What follows belongs to an exercise in optimizing a design on an open flow for small area and few clock cycles per item; a production flow would make more cautious choices.
The RTL was checked by simulation tests, not by an equivalence proof against the original design.

JK:
## reshapeConcatTop
module reshapeConcatTop
(
    input  logic         clk,
    input  logic         arstN,
    input  logic         start,
    input  logic [31:0]  reg4,
    input  logic [31:0]  reg5,
    input  logic [31:0]  reg6,
    input  logic [31:0]  reg7,
    input  logic [31:0]  reg8,
    input  logic [31:0]  reg9,
    input  logic         inValid,
    input  logic signed [7:0]         inData,
    input  logic         outCredit,
    output logic         inCredit,
    output logic         outValid,
    output logic signed [7:0]         outData,
    output logic         busy,
    output logic         done
);
Size: about 1,600 cells after synthesis, ~210 flip-flops, roughly 18,000 µm² of cells after synthesis.
==> flow/config.mk <==
export PLATFORM = sky130hd
export DESIGN_NAME = reshapeConcatTop
export DESIGN_NICKNAME = reshapeConcatTop
export VERILOG_FILES = /design/flow/design.v
export SDC_FILE = /design/flow/constraint.sdc
export NUM_CORES = 4
export LEC_CHECK = 0
export CAP_MARGIN = 0
export CORE_MARGIN = 2
export CORE_UTILIZATION = 75
export CTS_BUF_LIST = sky130_fd_sc_hd__clkbuf_8
export CTS_CLUSTER_DIAMETER = 50
export CTS_CLUSTER_SIZE = 22
export SLEW_MARGIN = 0
export SYNTH_HIERARCHICAL = 1
export SYNTH_MINIMUM_KEEP_SIZE = 0
==> flow/constraint.sdc <==
create_clock -name core_clock -period 9.0 [get_ports {clk}]
set_input_delay 1.8000 -clock core_clock [delete_from_list [all_inputs] [get_ports {clk}]]
set_output_delay 1.8000 -clock core_clock [all_outputs]
set_load 0.01 [all_outputs]
standard.sh (not shown) runs the stock make flow with config.mk's settings and CLKGATE_MAP_FILE= SYNTH_SCRIPT=/design/flow/synth_recipe.tcl, a recipe that flattens the netlist after the stock synthesis.
==> flow/flow/run.sh <==
#!/bin/bash
# The standard layout, with the smallest buffer on every input and output port.
set -euo pipefail
bash standard.sh "BUFFER_PORTS_ARGS=-buffer_cell sky130_fd_sc_hd__buf_1" finish > make_finish.log 2>&1
Testbench counts of JK, summed over its fixed seeds: cycles 38,898, items 34,023.
Modified inputs, MS compared to JK
Settings: a change of CTS_BUF_LIST from sky130_fd_sc_hd__clkbuf_8 to sky130_fd_sc_hd__clkbuf_8 sky130_fd_sc_hd__clkbuf_16; a change of CTS_CLUSTER_SIZE from 22 to 25; a change of CTS_CLUSTER_DIAMETER from 50 to 60; a change of CORE_UTILIZATION from 75 to 85.
Results
Looking at routed wire length, MS sits above JK. As far as fraction of area in non-clock buffers is concerned, JK and MS perform about the same. JK and MS ended up with nearly the same net count of the finished layout. MS: area growth from synthesis to layout 0.18 points below JK. Going from JK to MS, non-clock buffer count climbed 1, global-route usage climbed 17 points, post-place instance area barely changed, minimum setup slack among reg-to-reg paths climbed 0.19 ns. Of JK and MS, the run reporting the lower routed via count divided by cell count was JK. NOTE wire length the detailed router placed on met1 JK->MS increased slightly.
--- input diff MS..AL ---
Settings: CORE_UTILIZATION: 85 -> 75.
Notes after the runs:
[compare] base=MS new=AL: layout-stage area growth over the synthesis result now larger; count of vias placed by the detailed router now smaller. Summary of AL over MS: floorplan die area has increased; buffering stage count on the worst path with inverters included has increased. The lower setup slack of AL and MS is in AL.


Another version of the RTL of reshapeConcatTop (not shown whole).
Size: roughly 1,500 cells after synthesis, about 210 flip-flops, roughly 18,000 sq um of cells after synthesis.
==> flow/design.v (excerpt) <==
module reshapeConcatTop
(
    input  logic         clk,
    input  logic         arstN,
    input  logic         start,
    input  logic [31:0]  reg4,
    input  logic [31:0]  reg5,
    input  logic [31:0]  reg6,
    input  logic [31:0]  reg7,
    input  logic [31:0]  reg8,
    input  logic [31:0]  reg9,
    input  logic         inValid,
    input  logic signed [7:0]         inData,
    input  logic         outCredit,
    output logic         inCredit,
    output logic         outValid,
    output logic signed [7:0]         outData,
    output logic         busy,
    output logic         done
);
export LEC_CHECK = 0
export CAP_MARGIN = 0
export CORE_MARGIN = 2
export CORE_UTILIZATION = 65
export SLEW_MARGIN = 0
export SYNTH_HIERARCHICAL = 1
export SYNTH_MINIMUM_KEEP_SIZE = 0
create_clock -name core_clock -period 9.0 [get_ports {clk}]
Scripts as last shown in full above: flow/flow/run.sh
The baseline passed the timing, DRC and antenna checks.
Testbench counts at the start, summed over its fixed seeds: cycles 38,898, items 34,023.
Edit:
--- a/flow/config.mk
+++ b/flow/config.mk
@@ -6,8 +6,8 @@
 export NUM_CORES = 4
 export LEC_CHECK = 0
-export CAP_MARGIN = 0
+export CAP_MARGIN = 20
 export CORE_MARGIN = 2
-export CORE_UTILIZATION = 65
-export SLEW_MARGIN = 0
+export CORE_UTILIZATION = 40
+export SLEW_MARGIN = 20
 export SYNTH_HIERARCHICAL = 1
 export SYNTH_MINIMUM_KEEP_SIZE = 0
Effect: Via count goes down by 1.0%; clock skew barely changes; sequential share of layout area goes down by 0.74 points; clock-buffer cell count does not change.
Edit:
==> flow/run.sh (new file) <==
#!/bin/bash
# synth_recipe.tcl (not shown) runs the flow's synth.tcl, then flattens the netlist and writes it again
# the make line also repeats each setting of config.mk as NAME=value (left out here)
make -C /OpenROAD-flow-scripts/flow DESIGN_CONFIG=/design/flow/config.mk WORK_HOME=/design/flow/orfs CLKGATE_MAP_FILE= SYNTH_SCRIPT=/design/flow/synth_recipe.tcl finish
removed: flow/flow/run.sh
removed: flow/standard.sh
The changed run passed the timing, DRC and antenna checks.
Final area went up by 5.4%.
First-iteration DRC count climbs by 3.6%.
Routed wire length rises by 2.1%.
Worst setup slack is worse by 0.072 ns.
Cell count is about the same.
Via count is about the same.
Global-route usage goes up by 0.38 points.
Worst hold slack stays flat.
Edit:
--- a/flow/config.mk
+++ b/flow/config.mk
@@ -9,4 +9,6 @@
 export CORE_MARGIN = 2
 export CORE_UTILIZATION = 40
+export CTS_BUF_LIST = sky130_fd_sc_hd__clkbuf_4
+export CTS_CLUSTER_SIZE = 30
 export SLEW_MARGIN = 20
 export SYNTH_HIERARCHICAL = 1
What happened: The changed run went through all stages and came out clean. Utilization barely changes. Hold slack improves by 0.0062 ns. Design area barely changes. Final cell count rises by a few percent. Worst setup slack degrades by 0.081 ns. Flip-flop and latch count stays the same. Routed wire length rises slightly.
Edit:
==> flow/flow/run.sh (new file) <==
#!/bin/bash
# The standard layout, with the smallest buffer on every input and output port.
set -euo pipefail
bash standard.sh "BUFFER_PORTS_ARGS=-buffer_cell sky130_fd_sc_hd__buf_1" finish > make_finish.log 2>&1
==> flow/standard.sh (new file) <==
#!/bin/bash
# synth_recipe.tcl (not shown) runs the flow's synth.tcl, then flattens the netlist and writes it again
# the make line also repeats each setting of config.mk as NAME=value (left out here)
make -C /OpenROAD-flow-scripts/flow DESIGN_CONFIG=/design/flow/config.mk WORK_HOME=/design/flow/orfs CLKGATE_MAP_FILE= SYNTH_SCRIPT=/design/flow/synth_recipe.tcl "${@:-finish}"
==> flow/config.mk (replaced) <==
export PLATFORM = sky130hd
export DESIGN_NAME = reshapeConcatTop
export DESIGN_NICKNAME = reshapeConcatTop
export VERILOG_FILES = /design/flow/design.v
export SDC_FILE = /design/flow/constraint.sdc
export NUM_CORES = 4
export LEC_CHECK = 0
export CAP_MARGIN = 0
export CORE_MARGIN = 2
export CORE_UTILIZATION = 65
export CTS_BUF_LIST = sky130_fd_sc_hd__clkbuf_8
export CTS_CLUSTER_SIZE = 20
export SLEW_MARGIN = 0
export SYNTH_HIERARCHICAL = 1
export SYNTH_MINIMUM_KEEP_SIZE = 0
removed: flow/run.sh
Wire length fell by 9.1%.
Worst setup slack gains 0.023 ns.
Die area decreases by 38%.
Synthesized cell count is unchanged.

[separate check: timing with driven ports]
The results above use ideal ports. As a check the final layouts listed here were re-extracted and re-timed, cells and wires unchanged. Step 1 sets driving cells, clkbuf_16 on the clock port and buf_2 on the other inputs (assumed; they add their load-dependent delay and slew). Step 2, shift: input delay + t, output delay - t, t = (earliest + latest rising clock arrival at the registers) / 2. This alone moves slack from input paths to output paths. a / b / c = no drivers / after step 1 / after step 2; a / b = the first two.
| run | shift t [ns] | setup WS [ns] | hold WS [ns] | clock arrival spread, ns | worst register clock-pin slew, ns |
|---|---|---|---|---|---|
| JK | 0.575 | 0.647 / 0.647 / 0.647 | 0.514 / 0.514 / 0.514 | 0.025 / 0.025 | 0.12 / 0.12 |
| MS | 0.538 | 0.833 / 0.833 / 0.833 | 0.527 / 0.527 / 0.527 | 0.032 / 0.033 | 0.10 / 0.10 |
| AL | 0.525 | 0.536 / 0.536 / 0.536 | 0.502 / 0.502 / 0.502 | 0.029 / 0.028 | 0.09 / 0.09 |
| the first run of note 2 | 0.553 | 0.678 / 0.678 / 0.678 | 0.500 / 0.500 / 0.500 | 0.020 / 0.020 | 0.07 / 0.07 |
| the second run of note 2 | 0.570 | 0.831 / 0.831 / 0.831 | 0.500 / 0.500 / 0.500 | 0.024 / 0.024 | 0.06 / 0.06 |
| the third run of note 2 | 0.582 | 0.759 / 0.759 / 0.759 | 0.499 / 0.499 / 0.499 | 0.023 / 0.022 | 0.06 / 0.06 |
| the fourth run of note 2 | 0.798 | 0.679 / 0.679 / 0.679 | 0.505 / 0.505 / 0.505 | 0.082 / 0.082 | 0.08 / 0.08 |
| the fifth run of note 2 | 0.553 | 0.702 / 0.702 / 0.702 | 0.501 / 0.501 / 0.501 | 0.022 / 0.022 | 0.07 / 0.07 |
After both steps every run listed still meets setup and hold.
